Context: an optimization exercise on an open-source flow, tuned for small area, a short achievable clock period and few clock cycles. The choices shown serve that exercise and are no tape-out recipe. At most, simulation tests tie the RTL to the original design; equivalence was not proved. For runs 1 and 2, only the layout was checked, not whether the RTL still works. Power figures rest on the tool's default switching activity, not on a simulated workload.

### design/flow/constraint.sdc
create_clock -name core_clock -period 9.0 [get_ports {clk_i}]
set_input_delay 1.8000 -clock core_clock [delete_from_list [all_inputs] [get_ports {clk_i}]]
set_output_delay 1.8000 -clock core_clock [all_outputs]
set_load 0.01 [all_outputs]
### design/flow/flow/run.sh
#!/bin/bash
# The standard layout, with stronger port buffers and setup repair aimed
# below the clock period (same clock, same constraints).
export BUFFER_PORTS_ARGS="-buffer_cell sky130_fd_sc_hd__buf_4"
export SETUP_SLACK_MARGIN=6.0
export ABC_CLOCK_PERIOD_IN_PS=3000
bash standard.sh > standard_run.log 2>&1
### design/flow/standard.sh
#!/bin/bash
# synth_recipe.tcl (not shown) runs the flow's synth.tcl, then flattens the netlist and writes it again
# the make line also repeats each setting of config.mk as NAME=value (left out here)
make -C /OpenROAD-flow-scripts/flow DESIGN_CONFIG=/design/flow/config.mk WORK_HOME=/design/flow/orfs CLKGATE_MAP_FILE= SYNTH_SCRIPT=/design/flow/synth_recipe.tcl "${@:-finish}"
### design/flow/design.v
package ml_ops_pkg;
  typedef logic [32-1:0] word_t;
  typedef logic [32-1:0] addr_t;
  typedef logic [32-1:0] len_t;
  typedef logic [$clog2(16):0] batch_cnt_t;
  typedef logic [$clog2(2)-1:0] desc_idx_t;
  typedef enum logic [3:0] {
    IDLE,
    LOAD,
    SET_ADDR,
    RELU_TAKE,
    RELU_WAIT,
    RELU_GIVE,
    DOTP_TAKE,
    DOTP_WAIT,
    DOTP_GIVE,
    DONE
  } seq_state_t;
endpackage
module ml_datapath (
  input  logic [31:0] x_i,
  input  logic [7:0]  one_i,
  input  logic [7:0]  two_i,
  input  logic [7:0]  neg_i,
  output logic [31:0] so,
  output logic [31:0] co,
  output logic [31:0] to
);
  logic [31:0] pp0;
  assign pp0 = ((x_i[31:0] & {32{one_i[0]}}) | ({x_i[30:0], 1'b0} & {32{two_i[0]}})) ^ {32{neg_i[0]}};
  logic [29:0] pp1;
  assign pp1 = ((x_i[29:0] & {30{one_i[1]}}) | ({x_i[28:0], 1'b0} & {30{two_i[1]}})) ^ {30{neg_i[1]}};
  logic [27:0] pp2;
  assign pp2 = ((x_i[27:0] & {28{one_i[2]}}) | ({x_i[26:0], 1'b0} & {28{two_i[2]}})) ^ {28{neg_i[2]}};
  logic [25:0] pp3;
  assign pp3 = ((x_i[25:0] & {26{one_i[3]}}) | ({x_i[24:0], 1'b0} & {26{two_i[3]}})) ^ {26{neg_i[3]}};
  logic [23:0] pp4;
  assign pp4 = ((x_i[23:0] & {24{one_i[4]}}) | ({x_i[22:0], 1'b0} & {24{two_i[4]}})) ^ {24{neg_i[4]}};
  logic [21:0] pp5;
  assign pp5 = ((x_i[21:0] & {22{one_i[5]}}) | ({x_i[20:0], 1'b0} & {22{two_i[5]}})) ^ {22{neg_i[5]}};
  logic [19:0] pp6;
  assign pp6 = ((x_i[19:0] & {20{one_i[6]}}) | ({x_i[18:0], 1'b0} & {20{two_i[6]}})) ^ {20{neg_i[6]}};
  logic [17:0] pp7;
  assign pp7 = ((x_i[17:0] & {18{one_i[7]}}) | ({x_i[16:0], 1'b0} & {18{two_i[7]}})) ^ {18{neg_i[7]}};
  logic s0;
  logic k0;
  logic s1;
  logic k1;
  logic s2;
  logic k2;
  logic s3;
  logic k3;
  logic s4;
  logic k4;
  logic s5;
  logic k5;
  logic s6;
  logic k6;
  logic s7;
  logic k7;
  logic s8;
  logic k8;
  logic s9;
  logic k9;
  logic s10;
  logic k10;
  logic s11;
  logic k11;
  logic s12;
  logic k12;
  logic s13;
  logic k13;
  logic s14;
  logic k14;
  logic s15;
  logic k15;
  logic s16;
  logic k16;
  logic s17;
  logic k17;
  logic s18;
  logic k18;
  logic s19;
  logic k19;
  logic s20;
  logic k20;
  logic s21;
  logic k21;
  logic s22;
  logic k22;
  logic s23;
  logic k23;
  logic s24;
  logic k24;
  logic s25;
  logic k25;
  logic s26;
  logic k26;
  logic s27;
  logic k27;
  logic s28;
  logic k28;
  logic s29;
  logic k29;
  logic s30;
  logic k30;
  logic s31;
  logic k31;
  logic s32;
  logic k32;
  logic s33;
  logic k33;
  logic s34;
  logic k34;
  logic s35;
  logic k35;
  logic s36;
  logic k36;
  logic s37;
  logic k37;
  logic s38;
  logic k38;
  logic s39;
  logic k39;
  logic s40;
  logic k40;
  logic s41;
  logic k41;
  logic s42;
  logic k42;
  logic s43;
  logic k43;
  logic s44;
  logic k44;
  logic s45;
  logic k45;
  logic s46;
  logic k46;
  logic s47;
  logic k47;
  logic s48;
  logic k48;
  logic s49;
  logic k49;
  logic s50;
  logic k50;
  logic s51;
  logic k51;
  logic s52;
  logic k52;
  logic s53;
  logic k53;
  logic s54;
  logic k54;
  logic s55;
  logic k55;
  logic s56;
  logic k56;
  logic s57;
  logic k57;
  logic s58;
  logic k58;
  logic s59;
  logic k59;
  logic s60;
  logic k60;
  logic s61;
  logic k61;
  logic s62;
  logic k62;
  logic s63;
  logic k63;
  logic s64;
  logic k64;
  logic s65;
  logic k65;
  logic s66;
  logic k66;
  logic s67;
  logic k67;
  logic s68;
  logic k68;
  logic s69;
  logic k69;
  logic s70;
  logic k70;
  logic s71;
  logic k71;
  logic s72;
  logic k72;
  logic s73;
  logic k73;
  logic s74;
  logic k74;
  logic s75;
  logic k75;
  logic s76;
  logic k76;
  logic s77;
  logic k77;
  logic s78;
  logic k78;
  logic s79;
  logic k79;
  logic s80;
  logic k80;
  logic s81;
  logic k81;
  logic s82;
  logic k82;
  logic s83;
  logic k83;
  logic s84;
  logic k84;
  logic s85;
  logic k85;
  logic s86;
  logic k86;
  logic s87;
  logic k87;
  logic s88;
  logic k88;
  logic s89;
  logic k89;
  logic s90;
  logic k90;
  logic s91;
  logic k91;
  logic s92;
  logic k92;
  logic s93;
  logic k93;
  logic s94;
  logic k94;
  logic s95;
  logic k95;
  logic s96;
  logic k96;
  logic s97;
  logic k97;
  logic s98;
  logic k98;
  logic s99;
  logic k99;
  logic s100;
  logic k100;
  logic s101;
  logic k101;
  logic s102;
  logic k102;
  logic s103;
  logic k103;
  logic s104;
  logic k104;
  logic s105;
  logic k105;
  logic s106;
  logic k106;
  logic s107;
  logic k107;
  logic s108;
  logic k108;
  logic s109;
  logic k109;
  logic s110;
  logic k110;
  logic s111;
  logic k111;
  logic s112;
  logic k112;
  logic s113;
  logic k113;
  logic s114;
  logic k114;
  logic s115;
  logic k115;
  logic s116;
  logic k116;
  logic s117;
  logic k117;
  logic s118;
  logic k118;
  logic s119;
  logic k119;
  logic s120;
  logic k120;
  logic s121;
  logic k121;
  logic s122;
  logic k122;
  logic s123;
  logic k123;
  logic s124;
  logic k124;
  logic s125;
  logic k125;
  logic s126;
  logic k126;
  logic s127;
  logic k127;
  logic s128;
  logic k128;
  logic s129;
  logic k129;
  logic s130;
  logic k130;
  logic s131;
  logic k131;
  logic x264;
  logic x265;
  logic x266;
  logic x267;
  logic x268;
  logic x269;
  logic x270;
  logic x271;
  logic x272;
  logic x273;
  logic x274;
  assign s0 = neg_i[2] ^ pp0[4];
  assign k0 = neg_i[2] & pp0[4];
  assign s1 = pp0[5] ^ pp1[3];
  assign k1 = pp0[5] & pp1[3];
  assign s2 = neg_i[3] ^ pp0[6] ^ pp1[4];
  assign k2 = (neg_i[3] & pp0[6]) | (neg_i[3] & pp1[4]) | (pp0[6] & pp1[4]);
  assign s3 = pp2[2] ^ pp3[0];
  assign k3 = pp2[2] & pp3[0];
  assign s4 = pp0[7] ^ pp1[5] ^ pp2[3];
  assign k4 = (pp0[7] & pp1[5]) | (pp0[7] & pp2[3]) | (pp1[5] & pp2[3]);
  assign s5 = pp3[1] ^ k3;
  assign k5 = pp3[1] & k3;
  assign s6 = neg_i[4] ^ pp0[8] ^ pp1[6];
  assign k6 = (neg_i[4] & pp0[8]) | (neg_i[4] & pp1[6]) | (pp0[8] & pp1[6]);
  assign s7 = pp2[4] ^ pp3[2] ^ pp4[0];
  assign k7 = (pp2[4] & pp3[2]) | (pp2[4] & pp4[0]) | (pp3[2] & pp4[0]);
  assign s8 = k5 ^ k4;
  assign k8 = k5 & k4;
  assign s9 = pp0[9] ^ pp1[7] ^ pp2[5];
  assign k9 = (pp0[9] & pp1[7]) | (pp0[9] & pp2[5]) | (pp1[7] & pp2[5]);
  assign s10 = pp3[3] ^ pp4[1] ^ k6;
  assign k10 = (pp3[3] & pp4[1]) | (pp3[3] & k6) | (pp4[1] & k6);
  assign s11 = k7 ^ s9;
  assign k11 = k7 & s9;
  assign s12 = neg_i[5] ^ pp0[10] ^ pp1[8];
  assign k12 = (neg_i[5] & pp0[10]) | (neg_i[5] & pp1[8]) | (pp0[10] & pp1[8]);
  assign s13 = pp2[6] ^ pp3[4] ^ pp4[2];
  assign k13 = (pp2[6] & pp3[4]) | (pp2[6] & pp4[2]) | (pp3[4] & pp4[2]);
  assign s14 = pp5[0] ^ k9 ^ s12;
  assign k14 = (pp5[0] & k9) | (pp5[0] & s12) | (k9 & s12);
  assign s15 = s13 ^ k11;
  assign k15 = s13 & k11;
  assign s16 = pp0[11] ^ pp1[9] ^ pp2[7];
  assign k16 = (pp0[11] & pp1[9]) | (pp0[11] & pp2[7]) | (pp1[9] & pp2[7]);
  assign s17 = pp3[5] ^ pp4[3] ^ pp5[1];
  assign k17 = (pp3[5] & pp4[3]) | (pp3[5] & pp5[1]) | (pp4[3] & pp5[1]);
  assign s18 = k12 ^ k13 ^ s16;
  assign k18 = (k12 & k13) | (k12 & s16) | (k13 & s16);
  assign s19 = s17 ^ k15;
  assign k19 = s17 & k15;
  assign s20 = neg_i[6] ^ pp0[12] ^ pp1[10];
  assign k20 = (neg_i[6] & pp0[12]) | (neg_i[6] & pp1[10]) | (pp0[12] & pp1[10]);
  assign s21 = pp2[8] ^ pp3[6] ^ pp4[4];
  assign k21 = (pp2[8] & pp3[6]) | (pp2[8] & pp4[4]) | (pp3[6] & pp4[4]);
  assign s22 = pp5[2] ^ pp6[0] ^ k16;
  assign k22 = (pp5[2] & pp6[0]) | (pp5[2] & k16) | (pp6[0] & k16);
  assign s23 = k17 ^ s20 ^ s21;
  assign k23 = (k17 & s20) | (k17 & s21) | (s20 & s21);
  assign s24 = k18 ^ s22;
  assign k24 = k18 & s22;
  assign s25 = pp0[13] ^ pp1[11] ^ pp2[9];
  assign k25 = (pp0[13] & pp1[11]) | (pp0[13] & pp2[9]) | (pp1[11] & pp2[9]);
  assign s26 = pp3[7] ^ pp4[5] ^ pp5[3];
  assign k26 = (pp3[7] & pp4[5]) | (pp3[7] & pp5[3]) | (pp4[5] & pp5[3]);
  assign s27 = pp6[1] ^ k20 ^ k21;
  assign k27 = (pp6[1] & k20) | (pp6[1] & k21) | (k20 & k21);
  assign s28 = s25 ^ s26 ^ k22;
  assign k28 = (s25 & s26) | (s25 & k22) | (s26 & k22);
  assign s29 = k23 ^ s27;
  assign k29 = k23 & s27;
  assign s30 = neg_i[7] ^ pp0[14] ^ pp1[12];
  assign k30 = (neg_i[7] & pp0[14]) | (neg_i[7] & pp1[12]) | (pp0[14] & pp1[12]);
  assign s31 = pp2[10] ^ pp3[8] ^ pp4[6];
  assign k31 = (pp2[10] & pp3[8]) | (pp2[10] & pp4[6]) | (pp3[8] & pp4[6]);
  assign s32 = pp5[4] ^ pp6[2] ^ pp7[0];
  assign k32 = (pp5[4] & pp6[2]) | (pp5[4] & pp7[0]) | (pp6[2] & pp7[0]);
  assign s33 = k25 ^ k26 ^ s30;
  assign k33 = (k25 & k26) | (k25 & s30) | (k26 & s30);
  assign s34 = s31 ^ s32 ^ k27;
  assign k34 = (s31 & s32) | (s31 & k27) | (s32 & k27);
  assign s35 = s33 ^ k29;
  assign k35 = s33 & k29;
  assign s36 = pp0[15] ^ pp1[13] ^ pp2[11];
  assign k36 = (pp0[15] & pp1[13]) | (pp0[15] & pp2[11]) | (pp1[13] & pp2[11]);
  assign s37 = pp3[9] ^ pp4[7] ^ pp5[5];
  assign k37 = (pp3[9] & pp4[7]) | (pp3[9] & pp5[5]) | (pp4[7] & pp5[5]);
  assign s38 = pp6[3] ^ pp7[1] ^ k30;
  assign k38 = (pp6[3] & pp7[1]) | (pp6[3] & k30) | (pp7[1] & k30);
  assign s39 = k31 ^ k32 ^ s36;
  assign k39 = (k31 & k32) | (k31 & s36) | (k32 & s36);
  assign s40 = s37 ^ k33 ^ s38;
  assign k40 = (s37 & k33) | (s37 & s38) | (k33 & s38);
  assign s41 = s39 ^ k34;
  assign k41 = s39 & k34;
  assign s42 = pp0[16] ^ pp1[14] ^ pp2[12];
  assign k42 = (pp0[16] & pp1[14]) | (pp0[16] & pp2[12]) | (pp1[14] & pp2[12]);
  assign s43 = pp3[10] ^ pp4[8] ^ pp5[6];
  assign k43 = (pp3[10] & pp4[8]) | (pp3[10] & pp5[6]) | (pp4[8] & pp5[6]);
  assign s44 = pp6[4] ^ pp7[2] ^ k36;
  assign k44 = (pp6[4] & pp7[2]) | (pp6[4] & k36) | (pp7[2] & k36);
  assign s45 = k37 ^ s42 ^ s43;
  assign k45 = (k37 & s42) | (k37 & s43) | (s42 & s43);
  assign s46 = k38 ^ k39 ^ s44;
  assign k46 = (k38 & k39) | (k38 & s44) | (k39 & s44);
  assign s47 = s45 ^ k40;
  assign k47 = s45 & k40;
  assign s48 = pp0[17] ^ pp1[15] ^ pp2[13];
  assign k48 = (pp0[17] & pp1[15]) | (pp0[17] & pp2[13]) | (pp1[15] & pp2[13]);
  assign s49 = pp3[11] ^ pp4[9] ^ pp5[7];
  assign k49 = (pp3[11] & pp4[9]) | (pp3[11] & pp5[7]) | (pp4[9] & pp5[7]);
  assign s50 = pp6[5] ^ pp7[3] ^ k42;
  assign k50 = (pp6[5] & pp7[3]) | (pp6[5] & k42) | (pp7[3] & k42);
  assign s51 = k43 ^ s48 ^ s49;
  assign k51 = (k43 & s48) | (k43 & s49) | (s48 & s49);
  assign s52 = k44 ^ k45 ^ s50;
  assign k52 = (k44 & k45) | (k44 & s50) | (k45 & s50);
  assign s53 = s51 ^ k46;
  assign k53 = s51 & k46;
  assign s54 = pp0[18] ^ pp1[16] ^ pp2[14];
  assign k54 = (pp0[18] & pp1[16]) | (pp0[18] & pp2[14]) | (pp1[16] & pp2[14]);
  assign s55 = pp3[12] ^ pp4[10] ^ pp5[8];
  assign k55 = (pp3[12] & pp4[10]) | (pp3[12] & pp5[8]) | (pp4[10] & pp5[8]);
  assign s56 = pp6[6] ^ pp7[4] ^ k48;
  assign k56 = (pp6[6] & pp7[4]) | (pp6[6] & k48) | (pp7[4] & k48);
  assign s57 = k49 ^ s54 ^ s55;
  assign k57 = (k49 & s54) | (k49 & s55) | (s54 & s55);
  assign s58 = k50 ^ k51 ^ s56;
  assign k58 = (k50 & k51) | (k50 & s56) | (k51 & s56);
  assign s59 = s57 ^ k52;
  assign k59 = s57 & k52;
  assign s60 = pp0[19] ^ pp1[17] ^ pp2[15];
  assign k60 = (pp0[19] & pp1[17]) | (pp0[19] & pp2[15]) | (pp1[17] & pp2[15]);
  assign s61 = pp3[13] ^ pp4[11] ^ pp5[9];
  assign k61 = (pp3[13] & pp4[11]) | (pp3[13] & pp5[9]) | (pp4[11] & pp5[9]);
  assign s62 = pp6[7] ^ pp7[5] ^ k54;
  assign k62 = (pp6[7] & pp7[5]) | (pp6[7] & k54) | (pp7[5] & k54);
  assign s63 = k55 ^ s60 ^ s61;
  assign k63 = (k55 & s60) | (k55 & s61) | (s60 & s61);
  assign s64 = k56 ^ k57 ^ s62;
  assign k64 = (k56 & k57) | (k56 & s62) | (k57 & s62);
  assign s65 = s63 ^ k58;
  assign k65 = s63 & k58;
  assign s66 = pp0[20] ^ pp1[18] ^ pp2[16];
  assign k66 = (pp0[20] & pp1[18]) | (pp0[20] & pp2[16]) | (pp1[18] & pp2[16]);
  assign s67 = pp3[14] ^ pp4[12] ^ pp5[10];
  assign k67 = (pp3[14] & pp4[12]) | (pp3[14] & pp5[10]) | (pp4[12] & pp5[10]);
  assign s68 = pp6[8] ^ pp7[6] ^ k60;
  assign k68 = (pp6[8] & pp7[6]) | (pp6[8] & k60) | (pp7[6] & k60);
  assign s69 = k61 ^ s66 ^ s67;
  assign k69 = (k61 & s66) | (k61 & s67) | (s66 & s67);
  assign s70 = k62 ^ k63 ^ s68;
  assign k70 = (k62 & k63) | (k62 & s68) | (k63 & s68);
  assign s71 = s69 ^ k64;
  assign k71 = s69 & k64;
  assign s72 = pp0[21] ^ pp1[19] ^ pp2[17];
  assign k72 = (pp0[21] & pp1[19]) | (pp0[21] & pp2[17]) | (pp1[19] & pp2[17]);
  assign s73 = pp3[15] ^ pp4[13] ^ pp5[11];
  assign k73 = (pp3[15] & pp4[13]) | (pp3[15] & pp5[11]) | (pp4[13] & pp5[11]);
  assign s74 = pp6[9] ^ pp7[7] ^ k66;
  assign k74 = (pp6[9] & pp7[7]) | (pp6[9] & k66) | (pp7[7] & k66);
  assign s75 = k67 ^ s72 ^ s73;
  assign k75 = (k67 & s72) | (k67 & s73) | (s72 & s73);
  assign s76 = k68 ^ k69 ^ s74;
  assign k76 = (k68 & k69) | (k68 & s74) | (k69 & s74);
  assign s77 = s75 ^ k70;
  assign k77 = s75 & k70;
  assign s78 = pp0[22] ^ pp1[20] ^ pp2[18];
  assign k78 = (pp0[22] & pp1[20]) | (pp0[22] & pp2[18]) | (pp1[20] & pp2[18]);
  assign s79 = pp3[16] ^ pp4[14] ^ pp5[12];
  assign k79 = (pp3[16] & pp4[14]) | (pp3[16] & pp5[12]) | (pp4[14] & pp5[12]);
  assign s80 = pp6[10] ^ pp7[8] ^ k72;
  assign k80 = (pp6[10] & pp7[8]) | (pp6[10] & k72) | (pp7[8] & k72);
  assign s81 = k73 ^ s78 ^ s79;
  assign k81 = (k73 & s78) | (k73 & s79) | (s78 & s79);
  assign s82 = k74 ^ k75 ^ s80;
  assign k82 = (k74 & k75) | (k74 & s80) | (k75 & s80);
  assign s83 = s81 ^ k76;
  assign k83 = s81 & k76;
  assign s84 = pp0[23] ^ pp1[21] ^ pp2[19];
  assign k84 = (pp0[23] & pp1[21]) | (pp0[23] & pp2[19]) | (pp1[21] & pp2[19]);
  assign s85 = pp3[17] ^ pp4[15] ^ pp5[13];
  assign k85 = (pp3[17] & pp4[15]) | (pp3[17] & pp5[13]) | (pp4[15] & pp5[13]);
  assign s86 = pp6[11] ^ pp7[9] ^ k78;
  assign k86 = (pp6[11] & pp7[9]) | (pp6[11] & k78) | (pp7[9] & k78);
  assign s87 = k79 ^ s84 ^ s85;
  assign k87 = (k79 & s84) | (k79 & s85) | (s84 & s85);
  assign s88 = k80 ^ k81 ^ s86;
  assign k88 = (k80 & k81) | (k80 & s86) | (k81 & s86);
  assign s89 = s87 ^ k82;
  assign k89 = s87 & k82;
  assign s90 = pp0[24] ^ pp1[22] ^ pp2[20];
  assign k90 = (pp0[24] & pp1[22]) | (pp0[24] & pp2[20]) | (pp1[22] & pp2[20]);
  assign s91 = pp3[18] ^ pp4[16] ^ pp5[14];
  assign k91 = (pp3[18] & pp4[16]) | (pp3[18] & pp5[14]) | (pp4[16] & pp5[14]);
  assign s92 = pp6[12] ^ pp7[10] ^ k84;
  assign k92 = (pp6[12] & pp7[10]) | (pp6[12] & k84) | (pp7[10] & k84);
  assign s93 = k85 ^ s90 ^ s91;
  assign k93 = (k85 & s90) | (k85 & s91) | (s90 & s91);
  assign s94 = k86 ^ k87 ^ s92;
  assign k94 = (k86 & k87) | (k86 & s92) | (k87 & s92);
  assign s95 = s93 ^ k88;
  assign k95 = s93 & k88;
  assign s96 = pp0[25] ^ pp1[23] ^ pp2[21];
  assign k96 = (pp0[25] & pp1[23]) | (pp0[25] & pp2[21]) | (pp1[23] & pp2[21]);
  assign s97 = pp3[19] ^ pp4[17] ^ pp5[15];
  assign k97 = (pp3[19] & pp4[17]) | (pp3[19] & pp5[15]) | (pp4[17] & pp5[15]);
  assign s98 = pp6[13] ^ pp7[11] ^ k90;
  assign k98 = (pp6[13] & pp7[11]) | (pp6[13] & k90) | (pp7[11] & k90);
  assign s99 = k91 ^ s96 ^ s97;
  assign k99 = (k91 & s96) | (k91 & s97) | (s96 & s97);
  assign s100 = k92 ^ k93 ^ s98;
  assign k100 = (k92 & k93) | (k92 & s98) | (k93 & s98);
  assign s101 = s99 ^ k94;
  assign k101 = s99 & k94;
  assign s102 = pp0[26] ^ pp1[24] ^ pp2[22];
  assign k102 = (pp0[26] & pp1[24]) | (pp0[26] & pp2[22]) | (pp1[24] & pp2[22]);
  assign s103 = pp3[20] ^ pp4[18] ^ pp5[16];
  assign k103 = (pp3[20] & pp4[18]) | (pp3[20] & pp5[16]) | (pp4[18] & pp5[16]);
  assign s104 = pp6[14] ^ pp7[12] ^ k96;
  assign k104 = (pp6[14] & pp7[12]) | (pp6[14] & k96) | (pp7[12] & k96);
  assign s105 = k97 ^ s102 ^ s103;
  assign k105 = (k97 & s102) | (k97 & s103) | (s102 & s103);
  assign s106 = k98 ^ k99 ^ s104;
  assign k106 = (k98 & k99) | (k98 & s104) | (k99 & s104);
  assign s107 = s105 ^ k100;
  assign k107 = s105 & k100;
  assign s108 = pp0[27] ^ pp1[25] ^ pp2[23];
  assign k108 = (pp0[27] & pp1[25]) | (pp0[27] & pp2[23]) | (pp1[25] & pp2[23]);
  assign s109 = pp3[21] ^ pp4[19] ^ pp5[17];
  assign k109 = (pp3[21] & pp4[19]) | (pp3[21] & pp5[17]) | (pp4[19] & pp5[17]);
  assign s110 = pp6[15] ^ pp7[13] ^ k102;
  assign k110 = (pp6[15] & pp7[13]) | (pp6[15] & k102) | (pp7[13] & k102);
  assign s111 = k103 ^ s108 ^ s109;
  assign k111 = (k103 & s108) | (k103 & s109) | (s108 & s109);
  assign s112 = k104 ^ k105 ^ s110;
  assign k112 = (k104 & k105) | (k104 & s110) | (k105 & s110);
  assign s113 = s111 ^ k106;
  assign k113 = s111 & k106;
  assign s114 = pp0[28] ^ pp1[26] ^ pp2[24];
  assign k114 = (pp0[28] & pp1[26]) | (pp0[28] & pp2[24]) | (pp1[26] & pp2[24]);
  assign s115 = pp3[22] ^ pp4[20] ^ pp5[18];
  assign k115 = (pp3[22] & pp4[20]) | (pp3[22] & pp5[18]) | (pp4[20] & pp5[18]);
  assign s116 = pp6[16] ^ pp7[14] ^ k108;
  assign k116 = (pp6[16] & pp7[14]) | (pp6[16] & k108) | (pp7[14] & k108);
  assign s117 = k109 ^ s114 ^ s115;
  assign k117 = (k109 & s114) | (k109 & s115) | (s114 & s115);
  assign s118 = k110 ^ k111 ^ s116;
  assign k118 = (k110 & k111) | (k110 & s116) | (k111 & s116);
  assign s119 = s117 ^ k112;
  assign k119 = s117 & k112;
  assign s120 = pp0[29] ^ pp1[27] ^ pp2[25];
  assign k120 = (pp0[29] & pp1[27]) | (pp0[29] & pp2[25]) | (pp1[27] & pp2[25]);
  assign s121 = pp3[23] ^ pp4[21] ^ pp5[19];
  assign k121 = (pp3[23] & pp4[21]) | (pp3[23] & pp5[19]) | (pp4[21] & pp5[19]);
  assign s122 = pp6[17] ^ pp7[15] ^ k114;
  assign k122 = (pp6[17] & pp7[15]) | (pp6[17] & k114) | (pp7[15] & k114);
  assign s123 = k115 ^ s120 ^ s121;
  assign k123 = (k115 & s120) | (k115 & s121) | (s120 & s121);
  assign s124 = k116 ^ k117 ^ s122;
  assign k124 = (k116 & k117) | (k116 & s122) | (k117 & s122);
  assign s125 = s123 ^ k118;
  assign k125 = s123 & k118;
  assign s126 = pp0[30] ^ pp1[28] ^ pp2[26];
  assign k126 = (pp0[30] & pp1[28]) | (pp0[30] & pp2[26]) | (pp1[28] & pp2[26]);
  assign s127 = pp3[24] ^ pp4[22] ^ pp5[20];
  assign k127 = (pp3[24] & pp4[22]) | (pp3[24] & pp5[20]) | (pp4[22] & pp5[20]);
  assign s128 = pp6[18] ^ pp7[16] ^ k120;
  assign k128 = (pp6[18] & pp7[16]) | (pp6[18] & k120) | (pp7[16] & k120);
  assign s129 = k121 ^ s126 ^ s127;
  assign k129 = (k121 & s126) | (k121 & s127) | (s126 & s127);
  assign s130 = k122 ^ k123 ^ s128;
  assign k130 = (k122 & k123) | (k122 & s128) | (k123 & s128);
  assign s131 = s129 ^ k124;
  assign k131 = s129 & k124;
  assign x264 = pp0[31] ^ pp1[29];
  assign x265 = pp2[27] ^ pp3[25];
  assign x266 = pp4[23] ^ pp5[21];
  assign x267 = pp6[19] ^ pp7[17];
  assign x268 = x264 ^ x265;
  assign x269 = x266 ^ x267;
  assign x270 = k126 ^ k127;
  assign x271 = x268 ^ x269;
  assign x272 = x270 ^ x271;
  assign x273 = k128 ^ x272;
  assign x274 = k129 ^ x273;
  assign so[0] = pp0[0];
  assign co[0] = neg_i[0];
  assign to[0] = 1'b0;
  assign so[1] = pp0[1];
  assign co[1] = 1'b0;
  assign to[1] = 1'b0;
  assign so[2] = pp0[2];
  assign co[2] = pp1[0];
  assign to[2] = neg_i[1];
  assign so[3] = pp0[3];
  assign co[3] = pp1[1];
  assign to[3] = 1'b0;
  assign so[4] = pp1[2];
  assign co[4] = pp2[0];
  assign to[4] = s0;
  assign so[5] = pp2[1];
  assign co[5] = k0;
  assign to[5] = s1;
  assign so[6] = k1;
  assign co[6] = s2;
  assign to[6] = s3;
  assign so[7] = k2;
  assign co[7] = s4;
  assign to[7] = s5;
  assign so[8] = s6;
  assign co[8] = s7;
  assign to[8] = s8;
  assign so[9] = k8;
  assign co[9] = s10;
  assign to[9] = s11;
  assign so[10] = k10;
  assign co[10] = s14;
  assign to[10] = s15;
  assign so[11] = k14;
  assign co[11] = s18;
  assign to[11] = s19;
  assign so[12] = s23;
  assign co[12] = k19;
  assign to[12] = s24;
  assign so[13] = k24;
  assign co[13] = s28;
  assign to[13] = s29;
  assign so[14] = k28;
  assign co[14] = s34;
  assign to[14] = s35;
  assign so[15] = k35;
  assign co[15] = s40;
  assign to[15] = s41;
  assign so[16] = s46;
  assign co[16] = k41;
  assign to[16] = s47;
  assign so[17] = s52;
  assign co[17] = k47;
  assign to[17] = s53;
  assign so[18] = s58;
  assign co[18] = k53;
  assign to[18] = s59;
  assign so[19] = s64;
  assign co[19] = k59;
  assign to[19] = s65;
  assign so[20] = s70;
  assign co[20] = k65;
  assign to[20] = s71;
  assign so[21] = s76;
  assign co[21] = k71;
  assign to[21] = s77;
  assign so[22] = s82;
  assign co[22] = k77;
  assign to[22] = s83;
  assign so[23] = s88;
  assign co[23] = k83;
  assign to[23] = s89;
  assign so[24] = s94;
  assign co[24] = k89;
  assign to[24] = s95;
  assign so[25] = s100;
  assign co[25] = k95;
  assign to[25] = s101;
  assign so[26] = s106;
  assign co[26] = k101;
  assign to[26] = s107;
  assign so[27] = s112;
  assign co[27] = k107;
  assign to[27] = s113;
  assign so[28] = s118;
  assign co[28] = k113;
  assign to[28] = s119;
  assign so[29] = s124;
  assign co[29] = k119;
  assign to[29] = s125;
  assign so[30] = s130;
  assign co[30] = k125;
  assign to[30] = s131;
  assign so[31] = k130;
  assign co[31] = k131;
  assign to[31] = x274;
endmodule
module ml_ops_top (
  input  logic              clk_i,
  input  logic              rst_i,
  input  logic              ml_ops_enable_i,
  input  logic              loading_data_i,
  input  logic              relu_en_i,
  input  logic              dotp_en_i,
  input  logic              ex_ready_i,
  input  ml_ops_pkg::addr_t operand_a_addr_i,
  input  ml_ops_pkg::len_t  operand_b_size_i,
  input  ml_ops_pkg::word_t mem_rd_data_i,
  output ml_ops_pkg::word_t reg_wr_data_o,
  output ml_ops_pkg::word_t mem_wr_data_o,
  output ml_ops_pkg::addr_t mem_addr_o,
  output logic              mem_rd_en_o,
  output logic              mem_wr_en_o,
  output logic              reg_wr_en_o,
  output logic              ml_op_done_o,
  output logic              ml_ready_o
);
  localparam logic [3:0] IDLE = 4'd0;
  localparam logic [3:0] LD2  = 4'd1;
  localparam logic [3:0] RR1  = 4'd2;
  localparam logic [3:0] RR2  = 4'd3;
  localparam logic [3:0] RBUB = 4'd4;
  localparam logic [3:0] RW1  = 4'd5;
  localparam logic [3:0] RW2  = 4'd6;
  localparam logic [3:0] DA   = 4'd7;
  localparam logic [3:0] DB   = 4'd8;
  localparam logic [3:0] T1   = 4'd9;
  localparam logic [3:0] T2   = 4'd10;
  localparam logic [3:0] T3   = 4'd11;
  localparam logic [3:0] T4   = 4'd12;
  localparam logic [3:0] T5   = 4'd13;
  localparam logic [3:0] FIN  = 4'd14;
  logic [3:0]  st_q, st_d;
  logic        rd_d, wr_d, done_d, regwr_d, ready_d;
  logic        relu_q;
  logic        same;
  logic        first_q;
  logic        sq, sq_q;
  logic        last_q;
  logic [15:0] rem_q;
  logic        rem_dec;
  logic        rem_one;
  logic        inc;
  logic [31:0] cur_q, oth_q, cur_nx;
  logic [31:0] a_q;
  logic [31:0] x_q;
  logic [7:0]  one_q, two_q, neg_q;
  logic [31:0] p_q, q_q, r_q, p_nx, q_nx, r_nx;
  logic [31:0] s_q, sa, c1s, c1c, c2s, c2c;
  logic [2:0]  cy_q, cya;
  logic        ripple;
  logic [8:0]  b0_sum;
  logic [9:0]  b1_sum, b2_sum;
  logic [8:0]  b3_sum;
  logic        v1_q, v2_q;
  logic        inc_q, clr_q;
  assign rem_one = (rem_q == 16'd1);
  assign same    = (cur_q == oth_q);
  assign sq      = sq_q || (first_q && !relu_q && same);
  always_comb begin
    st_d    = st_q;
    rd_d    = 1'b0;
    wr_d    = 1'b0;
    done_d  = 1'b0;
    regwr_d = 1'b0;
    rem_dec = 1'b0;
    case (st_q)
      IDLE: if (loading_data_i) st_d = LD2;
      LD2: begin
        st_d = relu_q ? RR1 : DA;
        rd_d = 1'b1;
      end
      RR1: begin
        rem_dec = 1'b1;
        if (rem_one) begin
          st_d = RBUB;
        end else begin
          st_d = RR2;
          rd_d = 1'b1;
        end
      end
      RR2: begin
        rem_dec = 1'b1;
        st_d    = RW1;
        wr_d    = 1'b1;
      end
      RBUB: begin
        st_d   = RW1;
        wr_d   = 1'b1;
        done_d = 1'b1;
      end
      RW1: begin
        st_d   = RW2;
        wr_d   = 1'b1;
        done_d = last_q;
      end
      RW2: begin
        st_d = RR1;
        rd_d = 1'b1;
      end
      DA: begin
        if (!sq) begin
          st_d = DB;
          rd_d = 1'b1;
        end else begin
          rem_dec = 1'b1;
          if (rem_one) begin
            st_d = T1;
          end else begin
            rd_d = 1'b1;
          end
        end
      end
      DB: begin
        rem_dec = 1'b1;
        if (rem_one) begin
          st_d = T1;
        end else begin
          st_d = DA;
          rd_d = 1'b1;
        end
      end
      T1: st_d = T2;
      T2: st_d = T3;
      T3: st_d = sq_q ? T5 : T4;
      T4: st_d = T5;
      T5: begin
        if (!ripple) begin
          st_d    = FIN;
          regwr_d = 1'b1;
          done_d  = 1'b1;
        end
      end
      default: st_d = FIN;
    endcase
    if (ml_op_done_o) begin
      st_d    = ex_ready_i ? IDLE : FIN;
      rd_d    = 1'b0;
      wr_d    = 1'b0;
      regwr_d = 1'b0;
      done_d  = !ex_ready_i;
    end
    if (!ml_ops_enable_i) begin
      st_d    = IDLE;
      rd_d    = 1'b0;
      wr_d    = 1'b0;
      regwr_d = 1'b0;
      done_d  = 1'b0;
    end
    ready_d = (st_d == IDLE) || (st_d == LD2) || done_d;
  end
  always_ff @(posedge clk_i or negedge rst_i) begin
    if (!rst_i) begin
      st_q         <= IDLE;
      mem_rd_en_o  <= 1'b0;
      mem_wr_en_o  <= 1'b0;
      reg_wr_en_o  <= 1'b0;
      ml_op_done_o <= 1'b0;
      ml_ready_o   <= 1'b1;
      v1_q         <= 1'b0;
      v2_q         <= 1'b0;
    end else begin
      st_q         <= st_d;
      mem_rd_en_o  <= rd_d;
      mem_wr_en_o  <= wr_d;
      reg_wr_en_o  <= regwr_d;
      ml_op_done_o <= done_d;
      ml_ready_o   <= ready_d;
      v1_q         <= ml_ops_enable_i && (st_q == DB || (st_q == DA && sq));
      v2_q         <= ml_ops_enable_i && v1_q;
    end
  end
  always_ff @(posedge clk_i) begin
    inc_q   <= (st_d == RR1) || (st_d == RW1);
    clr_q   <= (st_d == LD2);
    first_q <= (st_q == LD2);
  end
  always_ff @(posedge clk_i) begin
    if (st_q == IDLE) begin
      relu_q <= relu_en_i;
      rem_q  <= operand_b_size_i[15:0];
    end else if (rem_dec) begin
      rem_q  <= rem_q - 16'd1;
    end
    if (st_q == RR2) begin
      last_q <= rem_one;
    end
    sq_q <= sq && (st_q != IDLE);
  end
  assign inc    = inc_q || sq;
  assign cur_nx = {cur_q[31:2] + 30'd1, cur_q[1:0]};
  always_ff @(posedge clk_i) begin
    cur_q <= inc ? cur_nx : oth_q;
    if (st_q == IDLE || st_q == LD2) begin
      oth_q <= operand_a_addr_i;
    end else if (!inc) begin
      oth_q <= cur_nx;
    end
  end
  assign mem_addr_o = cur_q;
  logic [16:0] yraw;
  logic [7:0]  one_d, two_d, neg_d;
  logic        yv;
  assign yv = ml_ops_enable_i && (v1_q || (v2_q && !sq_q));
  always_comb begin
    yraw = v1_q ? {mem_rd_data_i[15:0], 1'b0} : a_q[31:15];
    for (int r = 0; r < 8; r++) begin
      one_d[r] = yv && (yraw[2*r+1] ^ yraw[2*r]);
      two_d[r] = yv && ((yraw[2*r+2] && !yraw[2*r+1] && !yraw[2*r]) ||
                        (!yraw[2*r+2] && yraw[2*r+1] && yraw[2*r]));
      neg_d[r] = yv && yraw[2*r+2] && !(yraw[2*r+1] && yraw[2*r]);
    end
  end
  always_ff @(posedge clk_i) begin
    a_q <= mem_rd_data_i & ~{32{relu_q && mem_rd_data_i[31]}};
    if (v1_q && sq_q) begin
      x_q <= {mem_rd_data_i[30:15], mem_rd_data_i[15:0]};
    end else if (v1_q) begin
      x_q <= a_q;
    end else begin
      x_q <= {x_q[15:0], 16'd0};
    end
    one_q <= one_d;
    two_q <= two_d;
    neg_q <= neg_d;
    p_q   <= p_nx;
    q_q   <= q_nx;
    r_q   <= r_nx;
    s_q   <= {b3_sum[8:1], b2_sum[8:1], b1_sum[8:1], b0_sum[7:0]};
    cy_q  <= {b2_sum[9], b1_sum[9], b0_sum[8]};
  end
  assign sa     = s_q & {32{!clr_q}};
  assign cya    = cy_q & {3{!clr_q}};
  assign ripple = (cy_q[0] && (&s_q[15:8])) || (cy_q[1] && (&s_q[23:16]));
  assign c1s    = p_q ^ q_q ^ r_q;
  assign c1c    = {(p_q[30:0] & q_q[30:0]) | (p_q[30:0] & r_q[30:0]) | (q_q[30:0] & r_q[30:0]), 1'b0};
  assign c2s    = sa ^ c1s ^ c1c;
  assign c2c    = {(sa[30:0] & c1s[30:0]) | (sa[30:0] & c1c[30:0]) | (c1s[30:0] & c1c[30:0]), 1'b0};
  assign b0_sum = {1'b0, c2s[7:0]} + {1'b0, c2c[7:0]};
  assign b1_sum = {1'b0, c2s[15:8], cya[0]} + {1'b0, c2c[15:8], cya[0]};
  assign b2_sum = {1'b0, c2s[23:16], cya[1]} + {1'b0, c2c[23:16], cya[1]};
  assign b3_sum = {c2s[31:24], cya[2]} + {c2c[31:24], cya[2]};
  ml_datapath mac_i (
    .x_i   (x_q),
    .one_i (one_q),
    .two_i (two_q),
    .neg_i (neg_q),
    .so    (p_nx),
    .co    (q_nx),
    .to    (r_nx)
  );
  assign mem_wr_data_o = a_q;
  assign reg_wr_data_o = s_q;
endmodule
### design/flow/config.mk
export PLATFORM = sky130hd
export DESIGN_NAME = ml_ops_top
export DESIGN_NICKNAME = ml_ops_top
export VERILOG_FILES = /design/flow/design.v
export SDC_FILE = /design/flow/constraint.sdc
export NUM_CORES = 4
export LEC_CHECK = 0
export CAP_MARGIN = 20
export CORE_MARGIN = 2
export CORE_UTILIZATION = 60
export CTS_CLUSTER_DIAMETER = 120
export CTS_CLUSTER_SIZE = 24
export SLEW_MARGIN = 20
==> flow_summary.toml, run 1 <==
[place]
place.gp.congestion = 0.875
dpl_cell_area_mm2 = 0.0218
dp_hpwl_um = 34000
portBuffers = 186

[yosys]
syn_area_per_cell_um2 = 10.3
yosysWarningCount = 1
yosysSeqAreaShare_pct = 33.9
synth_seq_cells = 312
postSynth.asyncResetShare_pct = 3.53
syn_inst = 1957
netlist_area_mm2 = 0.0201
ys.flop_type = "dfxtp_1"
synth_edf_count = 52
synth_fp_nets = 2298
ys_types = 64

[sta]
min_period_ns = 2.96
rsz0062_at_grt = "true"
finalHoldViolCount = 0
tns_ns = 0
slew_headroom_pct = 34.3
drv_slew = 0
skew_ns = 0.0136
hold_ws_ns = 0.497
worstMarginPinSlew_ns = 0.972
setup-violations-final = 0
fmax_ghz = 0.337
finalCritPeriodShare_pct = 32.9

[detailed_routing]
drc = 0
wl_um = 47700
routed-via-count = 14200
drt_first_pass_iters = 6
drtIter0Drc = 1109
ant_nets = 0
wl_per_cell_um = 19.1
viasPerCell = 5.68

[power_and_ir_drop]
powerDensity_mw_per_mm2 = 209
ir_drop_mv = 0.219
p_total_mw = 4.71
leakage_nw = 9.71

[clock_tree]
numCtsBuffers = 16
cts.sinks = 312
clk_latency_ns = 0.51
path_clk_slew_ns = 0.10
cts_tree = "done"
clk_path_buf_depth = 3
htree_levels = 1
root_buffer = "clkbuf_16"

[global_routing]
grt_max_degree = 70
antenna_found_initial = 0
grt_pass1_wl_um = 78000
overflow = 0
grt_pass1_vias = 14600
gr-usage-all-layers_pct = 27.5

[status]
status = "timing/DRC/antenna clean"

[final_layout]
layout-drive-gt1-share_pct = 15.2
final_cell_mix = "dfxtp_1 (217), buf_4 (199), a22oi_1 (192)"
final_area_mm2 = 0.0225
final_nets = 2389
areaGrowthSynthToFinish_pct = 11.8
antenna-diode-count = 0
final_common_cell = "dfxtp_1"

[worst_setup_path]
rrSetupSlack_ns = 6.10
worstPathArrival_ns = 1.16
path_buf_inv = 1
crit_fanout = 6
crit_chain = "buf_4"
required_ns = 7.20
endpoint_kind = "output port"
reg2reg_to = "r_q[23]"
cpPeakStageDelay_ns = 0.48
r2r_cells = 7
critPathKind = "flip-flop to output port"
r2r_start = "x_q[16]"
slowest_stage = "dfxtp_1"
worstSetupStartpointType = "flip-flop"
cp_top_family = "flip-flops"

[floorplanning]
die_area_mm2 = 0.0350
die_h_um = 187
dieWidth_um = 187
core.rowCount = 67
core-area_mm2 = 0.0333
initial_core_util_pct = 60.5
io_pins = 204

[hold_path]
min-delay-start = "oth_q[1]"
hold_path_class = "flip-flop to flip-flop"
hold_depth = 0
min_to = "cur_q[1]"

[flow_run]
cap_violations = 0
==> flip-flops by register name, summed over array words and instances (netlist names), 3 cells and up <==
name,flops
s_q,32
x_q,32
q_q,31
rem_q,16
cur_q,32
two_q,8
one_q,8
p_q,32
r_q,29
a_q,32
cy_q,3
oth_q,32
neg_q,8
st_q,4
==> report_power, final <==
group	internal (mW)	total (mW)	switching [mW]
clock	0.351	0.794	0.443
combinational	0.788	1.75	0.964
sequential	1.81	2.16	0.354
==> through the flow <==
stage	setup WS (ns)	cells	util, %
2_1_floorplan	6.00	1957	-
3_3_place_gp	5.53	2474	65.4
3_5_place_dp	5.53	2475	65.4
4_1_cts	5.93	2501	67.1
5_1_grt	5.95	2502	67.6
6_report	6.04	2502	67.6
==> cell type report <==
class                      instances  area (um2)
multi-input combinational       1353       12400
timing repair buffer             213        1660
tap                              448         561
inverter                         152         571
sequential                       312        6900
clock buffer                      24         452
fill                            2708       10800
==> Yosys cell counts, drive strengths merged (23+ instances only) <==
| library cell | instances | area [um2] |
|---|---|---|
| xor2 | 145 | 1270 |
| ha | 72 | 901 |
| a21oi | 72 | 360 |
| nor2 | 85 | 319 |
| mux2i | 69 | 691 |
| edfxtp | 52 | 1560 |
| nand2 | 66 | 248 |
| nor2b | 60 | 375 |
| o21ai | 31 | 155 |
| nor3 | 26 | 135 |
| and2 | 43 | 269 |
| clkbuf | 121 | 454 |
| a22oi | 193 | 1450 |
| xnor2 | 164 | 1440 |
| inv | 152 | 571 |
| nand3 | 23 | 115 |
| fa | 166 | 3320 |
| dfxtp | 249 | 4980 |
==> metal layers <==
layer / track usage (%) / part of all wire [%] / vias to the layer above
met3: 4.24 / 7.3 / 85
met2: 42.8 / 44 / 540
met4: 6.59 / 2.4 / 0
met1: 40.6 / 46 / 6867
li1: - / - / 6730
met5: 0 / 0 / -
==> worst max path at each step <==
stage | from | endpoint | depth (start not counted)
finish | cur_q[3] | mem_addr_o[3] | 1
global route | p_q[24] | s_q[30] | 10
detailed placement | two_q[3] | r_q[31] | 9
floorplan | neg_q[2] | r_q[18] | 8
global placement | two_q[3] | r_q[31] | 9
CTS | one_q[3] | r_q[31] | 9
==> logic make-up (layout without fill, tap and decap cells) <==
logic type | Yosys count | in the layout | synth area share, %
compound gates | 336 | 338 | 11.4
xor+xnor | 309 | 309 | 13.4
fa+ha+maj | 238 | 238 | 21.0
buf+inv | 294 | 389 | 5.48
flops | 312 | 312 | 33.9
mux | 82 | 82 | 4.16
simple gates | 386 | 386 | 10.6
==> timing repair <==
| action | CTS | global route |
|---|---|---|
| gates cloned | 1 | 1 |
| buffers inserted | 1 | 0 |
| gates resized for setup | 34 | 58 |
| hold buffers | 0 | 0 |
| pin swaps | 0 | 7 |
| endpoints found under the setup margin | 89 | 60 |
==> run 2: changes to the inputs <==
--- a/design/flow/design.v
+++ b/design/flow/design.v
@@ -729,3 +729,3 @@
   logic        relu_q;
-  logic        same;
+  logic        same, same_q;
   logic        first_q;
@@ -751,4 +751,4 @@
   assign rem_one = (rem_q == 16'd1);
-  assign same    = (cur_q == oth_q);
-  assign sq      = sq_q || (first_q && !relu_q && same);
+  assign same    = (operand_a_addr_i == oth_q);
+  assign sq      = sq_q || (first_q && !relu_q && same_q);
   always_comb begin
@@ -870,2 +870,3 @@
     first_q <= (st_q == LD2);
+    same_q  <= same;
   end
==> run 2 against run 1 <==
Critical path depth stayed put. Clock-buffer cell count shrank 1. Register-to-register slack lost 0.03 ns. Setup slack better by 0.0075 ns. Final cell count down 0.12%. Combinational power about the same. Critical path type unchanged.
==> flow_summary.toml, run 2 <==
[final_layout]
final_cell_mix = "dfxtp_1 (224), buf_4 (199), a22oi_1 (191)"
final_nets = 2391
register_area_mm2 = 0.00690
final_util_pct = 68.3
layout-drive-gt1-share_pct = 15.3
antenna-diode-count = 0
final_common_cell = "dfxtp_1"
multiInputGateArea_mm2 = 0.0122
areaGrowthSynthToFinish_pct = 11.6
fill_cells = 2633

[floorplanning]
initial_core_util_pct = 61.1
io_pins = 204
die_area_mm2 = 0.0348
core.rowCount = 66
core-area_mm2 = 0.0327
die_h_um = 187
dieWidth_um = 187

[yosys]
ys.flop_type = "dfxtp_1"
synthTopCellsByArea = "dfxtp_1 (25%), fa_1 (17%), edfxtp_1 (7.8%), a22oi_1 (7.2%), xor2_1 (6.9%)"
yosysTopAreaCellShare_pct = 25.0
yosysWarningCount = 1
syn_inst = 1963
ys_types = 67
synth_top_area_cell = "dfxtp_1"
syn_area_per_cell_um2 = 10.2
postSynth.asyncResetShare_pct = 3.51
synth_commonest_cells = "dfxtp_1 (250), a22oi_1 (192), fa_1 (166), xor2_1 (158), xnor2_1 (150)"
yosysMostFrequentCell = "dfxtp_1"
netlist_area_mm2 = 0.0200
synth_edf_count = 52
yosysSeqAreaShare_pct = 34.2
synth_fp_nets = 2304
synth_seq_cells = 313

[power_and_ir_drop]
ir_drop_mv = 0.166
powerDensity_mw_per_mm2 = 214
p_total_mw = 4.77
leakage_nw = 9.32

[sta]
skew_ns = 0.0294
finalHoldViolCount = 0
setup-violations-final = 0
tns_ns = 0
worstMarginPinSlew_ns = 0.904
slew_headroom_pct = 39.6
fmax_ghz = 0.338
min_period_ns = 2.96
drv_slew = 0
finalCritPeriodShare_pct = 32.8
rsz0062_at_grt = "false"

[global_routing]
antenna_found_initial = 0
grt_pass1_vias = 14800
grt_pass1_wl_um = 78200
gr-usage-all-layers_pct = 27.5
overflow = 0
grt_max_degree = 70

[clock_tree]
path_clk_slew_ns = 0.09
cts_tree = "done"
cts.sinks = 313
root_buffer = "clkbuf_16"
htree_levels = 1
numCtsBuffers = 17
clk_path_buf_depth = 3
clk_latency_ns = 0.53

[worst_setup_path]
required_ns = 7.20
crit_chain = "buf_4"
path_buf_inv = 1
cp_top_family = "flip-flops"
slowest_stage = "dfstp_2"
critPathKind = "flip-flop to output port"
worstPathArrival_ns = 1.16
endpoint_kind = "output port"
cpPeakStageDelay_ns = 0.53
worstSetupStartpointType = "flip-flop"
crit_fanout = 1

[detailed_routing]
viasPerCell = 5.78
drtIter0Drc = 1117
drc = 0
ant_nets = 0
drt_first_pass_iters = 5
wl_per_cell_um = 19.0
routed-via-count = 14400
wl_um = 47500

[hold_path]
hold_path_class = "flip-flop to flip-flop"

[flow_run]
cap_violations = 0

[place]
place.gp.congestion = 0.855
portBuffers = 186
dp_hpwl_um = 34000

[status]
status = "timing/DRC/antenna clean"
==> run 2: cell types whose count changed in the layout (fill, tap and decap cells not counted), sizes merged, moves of 7 or more <==
cell    change
o21ai       +8
inv        -31
or3         +7
nand2       -7
xnor2      -14
mux2i      -27
nor2       +32
nand2b      -8
a21oi      +31
xor2       +13
==> run 2: final cells by class <==
type / count / area share (%)
clock buffer: 23 / 2.01
clock inverter: 3 / 0.252
inverter: 120 / 2.02
multi-input combinational: 1383 / 54.7
sequential: 313 / 30.9
tap: 442 / 2.48
timing repair buffer: 215 / 7.61
==> run 2: where the power goes <==
| part | internal (mW) | switching, mW | total [mW] |
|---|---|---|---|
| logic | 0.787 | 0.955 | 1.74 |
| registers | 1.84 | 0.346 | 2.19 |
| clock network | 0.374 | 0.466 | 0.840 |
==> run 2: logic make-up after synthesis <==
logic type / share of synthesized area, %
multiplexers: 2.83
adder cells (fa/ha/maj): 21.1
XOR/XNOR: 13.5
AND/OR/NAND/NOR: 10.8
AO/OA/AOI/OAI: 12.4
buffers and inverters: 5.11
flip-flops: 34.2
==> run 2: worst paths after layout <==
check | from | to | slack [ns] | cells past startpoint
worst max-delay path | ml_ready_o | ml_ready_o | 6.04 | 1
worst min-delay path | oth_q[1] | cur_q[1] | 0.50 | 0
worst max register to register | x_q[3] | r_q[14] | 6.07 | 7
worst min register to register | oth_q[1] | cur_q[1] | 0.50 | 0
max in group asynchronous | rst_i | ml_ready_o | 7.68 | 1
min in group asynchronous | rst_i | v2_q | 1.09 | 1
==> run 2: timing repair <==
action / CTS / global route
resized for setup: 28 / 52
setup endpoints to repair: 101 / 25
setup buffers: 1 / 1
hold buffers: 0 / 0
pin swaps: 0 / 5
==> run 2: per-layer routing <==
| layer | vias to the layer above | wire length, um | global-route usage [%] |
|---|---|---|---|
| met2 | 543 | 21200 | 43.5 |
| li1 | 6765 | - | - |
| met5 | - | 0 | 0 |
| met3 | 77 | 3280 | 4.46 |
| met1 | 7064 | 22100 | 40.3 |
| met4 | 0 | 897 | 5.46 |
==> run 2: metrics by stage <==
step / setup slack (ns) / cell area (um2) / cells / hold WS [ns]
2_1_floorplan: 6.01 / 20000 / 1963 / 0.329
3_3_place_gp: 5.48 / 21600 / 2471 / 0.472
3_5_place_dp: 5.42 / 21600 / 2471 / 0.475
4_1_cts: 5.94 / 22200 / 2498 / 0.498
5_1_grt: 5.99 / 22300 / 2499 / 0.523
6_report: 6.04 / 22300 / 2499 / 0.504
==> run 3: changes to the inputs <==
--- a/design/flow/design.v
+++ b/design/flow/design.v
@@ -711,23 +711,24 @@
 );
-  localparam logic [3:0] IDLE = 4'd0;
-  localparam logic [3:0] LD2  = 4'd1;
-  localparam logic [3:0] RR1  = 4'd2;
-  localparam logic [3:0] RR2  = 4'd3;
-  localparam logic [3:0] RBUB = 4'd4;
-  localparam logic [3:0] RW1  = 4'd5;
-  localparam logic [3:0] RW2  = 4'd6;
-  localparam logic [3:0] DA   = 4'd7;
-  localparam logic [3:0] DB   = 4'd8;
-  localparam logic [3:0] T1   = 4'd9;
-  localparam logic [3:0] T2   = 4'd10;
-  localparam logic [3:0] T3   = 4'd11;
-  localparam logic [3:0] T4   = 4'd12;
-  localparam logic [3:0] T5   = 4'd13;
-  localparam logic [3:0] FIN  = 4'd14;
-  logic [3:0]  st_q, st_d;
+  localparam logic [4:0] IDLE = 5'd0;
+  localparam logic [4:0] LD2  = 5'd1;
+  localparam logic [4:0] RR1  = 5'd2;
+  localparam logic [4:0] RR2  = 5'd3;
+  localparam logic [4:0] RBUB = 5'd4;
+  localparam logic [4:0] RW1  = 5'd5;
+  localparam logic [4:0] RW2  = 5'd6;
+  localparam logic [4:0] DA   = 5'd7;
+  localparam logic [4:0] DB   = 5'd8;
+  localparam logic [4:0] T1   = 5'd9;
+  localparam logic [4:0] T2   = 5'd10;
+  localparam logic [4:0] T3   = 5'd11;
+  localparam logic [4:0] T4   = 5'd12;
+  localparam logic [4:0] T5   = 5'd13;
+  localparam logic [4:0] T6   = 5'd14;
+  localparam logic [4:0] T7   = 5'd15;
+  localparam logic [4:0] FIN  = 5'd16;
+  logic [4:0]  st_q, st_d;
   logic        rd_d, wr_d, done_d, regwr_d, ready_d;
   logic        relu_q;
-  logic        same, same_q;
-  logic        first_q;
-  logic        sq, sq_q;
+  logic        same;
+  logic        sq_q;
   logic        last_q;
@@ -744,3 +745,2 @@
   logic [2:0]  cy_q, cya;
-  logic        ripple;
   logic [8:0]  b0_sum;
@@ -752,3 +752,2 @@
   assign same    = (operand_a_addr_i == oth_q);
-  assign sq      = sq_q || (first_q && !relu_q && same_q);
   always_comb begin
@@ -795,3 +794,3 @@
       DA: begin
-        if (!sq) begin
+        if (!sq_q) begin
           st_d = DB;
@@ -820,8 +819,8 @@
       T4: st_d = T5;
-      T5: begin
-        if (!ripple) begin
-          st_d    = FIN;
-          regwr_d = 1'b1;
-          done_d  = 1'b1;
-        end
+      T5: st_d = T6;
+      T6: st_d = T7;
+      T7: begin
+        st_d    = FIN;
+        regwr_d = 1'b1;
+        done_d  = 1'b1;
       end
@@ -862,3 +861,3 @@
       ml_ready_o   <= ready_d;
-      v1_q         <= ml_ops_enable_i && (st_q == DB || (st_q == DA && sq));
+      v1_q         <= ml_ops_enable_i && (st_q == DB || (st_q == DA && sq_q));
       v2_q         <= ml_ops_enable_i && v1_q;
@@ -867,6 +866,4 @@
   always_ff @(posedge clk_i) begin
-    inc_q   <= (st_d == RR1) || (st_d == RW1);
-    clr_q   <= (st_d == LD2);
-    first_q <= (st_q == LD2);
-    same_q  <= same;
+    inc_q <= (st_d == RR1) || (st_d == RW1);
+    clr_q <= (st_d == LD2);
   end
@@ -882,5 +879,9 @@
     end
-    sq_q <= sq && (st_q != IDLE);
+    if (st_q == LD2) begin
+      sq_q <= same;
+    end else if (st_q == IDLE) begin
+      sq_q <= 1'b0;
+    end
   end
-  assign inc    = inc_q || sq;
+  assign inc    = inc_q || sq_q;
   assign cur_nx = {cur_q[31:2] + 30'd1, cur_q[1:0]};
@@ -928,3 +929,2 @@
   assign cya    = cy_q & {3{!clr_q}};
-  assign ripple = (cy_q[0] && (&s_q[15:8])) || (cy_q[1] && (&s_q[23:16]));
   assign c1s    = p_q ^ q_q ^ r_q;
--- a/design/flow/config.mk
+++ b/design/flow/config.mk
@@ -9,3 +9,3 @@
 export CORE_MARGIN = 2
-export CORE_UTILIZATION = 60
+export CORE_UTILIZATION = 70
 export CTS_CLUSTER_DIAMETER = 120
==> run 3 against run 2 <==
Clock skew down 0.0080 ns. Total power down 14%. Combinational power down 24%. Sequential share of layout area up 0.59 points. Routed wire length down 2.8%. Sequential power down 8%. Global-route usage up 4.3 points. Die area down 15%. Highest routed layer unchanged.
==> flow_summary.toml, run 3 <==
[status]
status = "timing/DRC/antenna clean"

[detailed_routing]
viasPerCell = 6.02
drt_first_pass_iters = 7
drt-met1-wl_um = 18200
routed-wl-met3_um = 3810
ant_nets = 0
wl_per_cell_um = 19.1
routed-via-count = 14500
drtIter0Drc = 1214
highest_layer = "met4"
wl_um = 46100
route.met2.wl_um = 23000
drc = 0

[yosys]
syn_inst = 1954
synthTopCellsByArea = "dfxtp_1 (25%), fa_1 (17%), edfxtp_1 (8.0%), xnor2_1 (7.3%), a22oi_1 (7.3%)"
netlist_area_mm2 = 0.0198
ys.flop_type = "dfxtp_1"
yosysMostFrequentCell = "dfxtp_1"
synth_fp_nets = 2295
syn_area_per_cell_um2 = 10.2
synth_seq_cells = 312
synth_top_area_cell = "dfxtp_1"
postSynth.asyncResetShare_pct = 3.85
yosysTopAreaCellShare_pct = 24.9
yosysSeqAreaShare_pct = 34.5
ys_types = 63
synth_edf_count = 53
yosysWarningCount = 1
synth_commonest_cells = "dfxtp_1 (247), a22oi_1 (193), fa_1 (166), xnor2_1 (166), xor2_1 (150)"

[clock_tree]
htree_levels = 1
clk_latency_ns = 0.53
cts_tree = "done"
root_buffer = "clkbuf_16"
hold_buffers = 0
numCtsBuffers = 16
path_clk_slew_ns = 0.10
clk_path_buf_depth = 3
cts.sinks = 312

[sta]
setup-violations-final = 0
min_period_ns = 2.97
drv_slew = 0
finalCritPeriodShare_pct = 33.0
worstMarginPinSlew_ns = 0.916
fmax_ghz = 0.336
finalHoldViolCount = 0
hold_ws_ns = 0.482
setup_slack_ns = 6.03
skew_ns = 0.0214
tns_ns = 0
slew_headroom_pct = 38.9
rsz0062_at_grt = "true"

[place]
place.gp.congestion = 0.891
dpl_cell_area_mm2 = 0.0213
dp_hpwl_um = 32100
place_ws_ns = 5.58
place_inst = 2390
portBuffers = 186

[final_layout]
final_area_mm2 = 0.0219
layout-drive-gt1-share_pct = 13.7
final_common_cell = "dfxtp_1"
antenna-diode-count = 0
final_cell_mix = "dfxtp_1 (226), buf_4 (196), a22oi_1 (193)"
final_nets = 2371
final_util_pct = 78.5
areaGrowthSynthToFinish_pct = 10.3
stdcell_count = 2414

[worst_setup_path]
critPathKind = "flip-flop to output port"
endpoint_kind = "output port"
slowest_stage = "dfstp_2"
required_ns = 7.20
crit_fanout = 1
crit_chain = "buf_6"
worstSetupStartpointType = "flip-flop"
cp_top_family = "flip-flops"
cpPeakStageDelay_ns = 0.55
path_buf_inv = 1
worstPathArrival_ns = 1.17

[power_and_ir_drop]
clkPwrFrac_pct = 18.8
p_total_mw = 4.12
ir_drop_mv = 0.222
combPwrFrac_pct = 32.1
leakage_nw = 9.34
netSwitchingPower_mw = 1.46
powerDensity_mw_per_mm2 = 188
p_int_mw = 2.66
swShare_pct = 35.4
p_seq_share_pct = 49.1

[global_routing]
grt_max_degree = 70
antenna_found_initial = 0
grt_pass1_wl_um = 75000
grt_pass1_vias = 14900
gr-usage-all-layers_pct = 31.8
overflow = 0

[floorplanning]
core.rowCount = 61
die_h_um = 172
die_area_mm2 = 0.0297
io_pins = 204
dieWidth_um = 172
core-area_mm2 = 0.0279
initial_core_util_pct = 71.2

[flow_run]
cap_violations = 0

[hold_path]
hold_path_class = "flip-flop to flip-flop"
[run 3: cell count changes after synthesis, moves of 5 or more]
cell      delta
o21a_1       -5
nor2b_1      -6
o21ai_0     -12
xor2_1       -8
nand2b_1     +8
clkbuf_1    +14
nand2_1      +8
xnor2_1     +16
nor3_1       -5
buf_2       -10
[run 3: path summary, 6_finish.rpt]
check	from	endpoint	slack, ns	cells past startpoint
worst min-delay path	oth_q[0]	cur_q[0]	0.48	0
worst max-delay path	ml_ready_o	ml_ready_o	6.03	1
max in group asynchronous	rst_i	ml_ready_o	7.68	1
worst min register to register	oth_q[0]	cur_q[0]	0.48	0
worst max register to register	two_q[5]	r_q[31]	6.03	9
min in group asynchronous	rst_i	mem_wr_en_o	1.09	1
[run 3: metal layers]
layer	up-vias	track usage [%]
li1	6681	-
met1	7152	39.9
met2	603	55.7
met3	95	6.39
met4	0	9.79
met5	-	0
[run 3: area by class of cell]
cell class | count | area (um2)
Timing Repair Buffer | 208 | 1610
Inverter | 125 | 469
Fill cell | 1891 | 5980
Tap cell | 378 | 473
Clock inverter | 1 | 16.3
Multi-Input combinational cell | 1367 | 12000
Sequential cell | 312 | 6890
Clock buffer | 23 | 427
[run 3: cell families (layout without fill, tap and decap cells)]
kind of cell	after synthesis	count (layout)	synth area share (%)
mux	49	49	2.53
compound gates	356	356	12.0
xor+xnor	316	316	14.0
fa+ha+maj	238	238	21.3
simple gates	408	408	10.6
flops	312	312	34.5
buf+inv	275	357	5.22
[run 3: power groups by stage]
stage          Sequential (mW)  Clock [mW]  Combinational, mW
2_1_floorplan             2.02           0              0.869
3_3_place_gp              2.03           0               1.28
3_5_place_dp              2.05           0               1.32
4_1_cts                   2.02       0.790               1.33
5_1_grt                   2.06       0.842               1.47
6_report                  2.02       0.776               1.32
[run 3: timing repair]
action                                  4_1_cts  5_1_grt
gates cloned                                  0        0
pin swaps                                     0        2
gates resized for setup                      18       32
endpoints found under the setup margin       64       23
buffers inserted                              0        0
Testbench counts of run 3, summed over its fixed seeds: cycles 43,173.
==> run 4: changes to the inputs <==
--- a/design/flow/config.mk
+++ b/design/flow/config.mk
@@ -9,3 +9,3 @@
 export CORE_MARGIN = 2
-export CORE_UTILIZATION = 70
+export CORE_UTILIZATION = 60
 export CTS_CLUSTER_DIAMETER = 120
==> run 4 against run 3 <==
Register-to-register slack better by 0.05 ns. Combinational power about the same. Setup slack better by 0.012 ns. Non-clock buffer count increased by 10. Critical path depth did not move. Highest routed layer is now met5. Still clean on timing, DRC and antenna. Total power grew 1.3%. Largest power group unchanged. Clock skew down 0.0061 ns. Hold slack worse by 0.014 ns. Final cell count rose by 3.1%. Clock power up 3.1%.
==> flow_summary.toml, run 4 <==
[power_and_ir_drop]
swShare_pct = 35.6
p_seq_share_pct = 48.5
powerDensity_mw_per_mm2 = 189
p_total_mw = 4.18
ir_drop_mv = 0.211
clkPwrFrac_pct = 19.1
netSwitchingPower_mw = 1.49
combPwrFrac_pct = 32.3
p_int_mw = 2.69
leakage_nw = 9.43

[worst_setup_path]
reg2reg_to = "r_q[14]"
cp_top_family = "flip-flops"
crit_fanout = 1
worstPathArrival_ns = 1.16
r2r_start = "x_q[3]"
worstSetupStartpointType = "flip-flop"
rrSetupSlack_ns = 6.08
critPathKind = "flip-flop to output port"
r2r_cells = 7
path_buf_inv = 1
slowest_stage = "dfstp_2"
required_ns = 7.20
cpPeakStageDelay_ns = 0.54
crit_chain = "buf_4"
endpoint_kind = "output port"

[global_routing]
gr-usage-all-layers_pct = 28.1
antenna_found_initial = 1
overflow = 0
grt-busiest-layer = "met2"
globalRouteMet2Util_pct = 48.1
grt_pass1_vias = 15000
grt_max_degree = 67
grt_pass1_wl_um = 77200
use_met1_pct = 36.3
grtUsageMet3_pct = 5.03

[sta]
rsz0062_at_grt = "true"
slew_headroom_pct = 38.2
setup-violations-final = 0
skew_ns = 0.0153
finalHoldViolCount = 0
drv_slew = 0
finalCritPeriodShare_pct = 32.9
worstMarginPinSlew_ns = 0.925
min_period_ns = 2.96
tns_ns = 0
fmax_ghz = 0.338

[clock_tree]
htree_levels = 1
root_buffer = "clkbuf_16"
path_clk_slew_ns = 0.10
cts_tree = "done"
numCtsBuffers = 16
cts.sinks = 312
clk_path_buf_depth = 3
clk_latency_ns = 0.52

[hold_path]
hold_depth = 0
hold_path_class = "flip-flop to flip-flop"
min-delay-start = "oth_q[0]"
min_to = "cur_q[0]"

[yosys]
synth_edf_count = 53
yosysWarningCount = 1
synth_fp_nets = 2295
ys.flop_type = "dfxtp_1"
synth_top_area_cell = "dfxtp_1"
netlist_area_mm2 = 0.0198
synth_commonest_cells = "dfxtp_1 (247), a22oi_1 (193), fa_1 (166), xnor2_1 (166), xor2_1 (150)"
syn_inst = 1954
synthTopCellsByArea = "dfxtp_1 (25%), fa_1 (17%), edfxtp_1 (8.0%), xnor2_1 (7.3%), a22oi_1 (7.3%)"
yosysMostFrequentCell = "dfxtp_1"
syn_area_per_cell_um2 = 10.2
postSynth.asyncResetShare_pct = 3.85
yosysTopAreaCellShare_pct = 24.9
yosysSeqAreaShare_pct = 34.5
ys_types = 63
synth_seq_cells = 312

[place]
dp_hpwl_um = 32700
portBuffers = 186
place.gp.congestion = 0.840

[floorplanning]
initial_core_util_pct = 61.0
core.rowCount = 66
dieWidth_um = 186
die_area_mm2 = 0.0345
core-area_mm2 = 0.0325
io_pins = 204
die_h_um = 186

[status]
status = "timing/DRC/antenna clean"

[detailed_routing]
wl_per_cell_um = 19.1
routed-via-count = 14200
wl_um = 47500
drtIter0Drc = 1009
viasPerCell = 5.72
ant_nets = 0
drc = 0
drt_first_pass_iters = 6

[flow_run]
cap_violations = 0

[final_layout]
fill_cells = 2655
register_area_mm2 = 0.00688
final_cell_mix = "dfxtp_1 (226), buf_4 (202), a22oi_1 (193)"
areaGrowthSynthToFinish_pct = 11.5
layout-drive-gt1-share_pct = 14.1
final_util_pct = 67.9
antenna-diode-count = 0
final_nets = 2381
final_common_cell = "dfxtp_1"
multiInputGateArea_mm2 = 0.0120
-- run 4: cell counts after synthesis --
No cell type changed its count.
-- run 4: per-layer routing --
metal  wire length (um)  vias up
met4               1250        2
met1              19600     6963
met3               3310       86
met2              23200      492
li1                   -     6693
met5                 16        -
-- run 4: layout make-up --
type,count,share of cell area [%]
multi-input combinational,1367,54.3
sequential,312,31.1
timing repair buffer,218,7.92
tap,442,2.50
inverter,125,2.14
clock buffer,24,2.04
-- run 4: kinds of logic (layout without fill, tap and decap cells) --
logic type	count (synthesis)	count (layout)	share of synthesized area, %
multiplexers	49	49	2.53
AND/OR/NAND/NOR	408	408	10.6
flip-flops	312	312	34.5
XOR/XNOR	316	316	14.0
adder cells (fa/ha/maj)	238	238	21.3
AO/OA/AOI/OAI	356	356	12.0
buffers and inverters	275	367	5.22
-- run 4: repair_timing --
action	in CTS	in global routing
hold buffers	0	0
pin swaps	0	4
setup buffers	0	1
gates resized for setup	20	37
gates cloned	0	1
setup endpoints to repair	31	65
-- run 4: worst max path at each step --
stage	to	cells past startpoint	start	slack [ns]
final	ml_ready_o	1	ml_ready_o	6.04
after global routing	r_q[19]	8	one_q[2]	5.99
after CTS	mem_addr_o[15]	1	cur_q[15]	6.01
after detailed placement	r_q[31]	8	neg_q[0]	5.65
after global placement	sq_q	6	operand_a_addr_i[10]	5.69
after floorplan	r_q[18]	8	neg_q[2]	6.00
-- run 4: power groups by stage --
stage / clock, mW / combinational (mW) / sequential [mW]
final: 0.800 / 1.35 / 2.03
after global routing: 0.871 / 1.51 / 2.06
after CTS: 0.822 / 1.35 / 2.02
after detailed placement: 0 / 1.34 / 2.05
after global placement: 0 / 1.31 / 2.04
after floorplan: 0 / 0.869 / 2.02
-- run 4: through the flow --
step / cells / instance area (um2) / hold WS [ns] / worst slack [ns]
global route: 2488 / 22100 / 0.494 / 5.99
CTS: 2486 / 21900 / 0.475 / 6.01
detailed placement: 2462 / 21400 / 0.459 / 5.65
finish: 2488 / 22100 / 0.468 / 6.04
floorplan: 1954 / 19800 / 0.329 / 6.00
global placement: 2461 / 21400 / 0.451 / 5.69

Re-timed with assumed drivers on the ports (clkbuf_16 on the clock, buf_2 on other inputs), run 4 has 5.985 ns of setup slack against 6.039 ns with ideal ports, and 5.655 ns once port delays also move by the mid clock arrival of 0.569 ns.
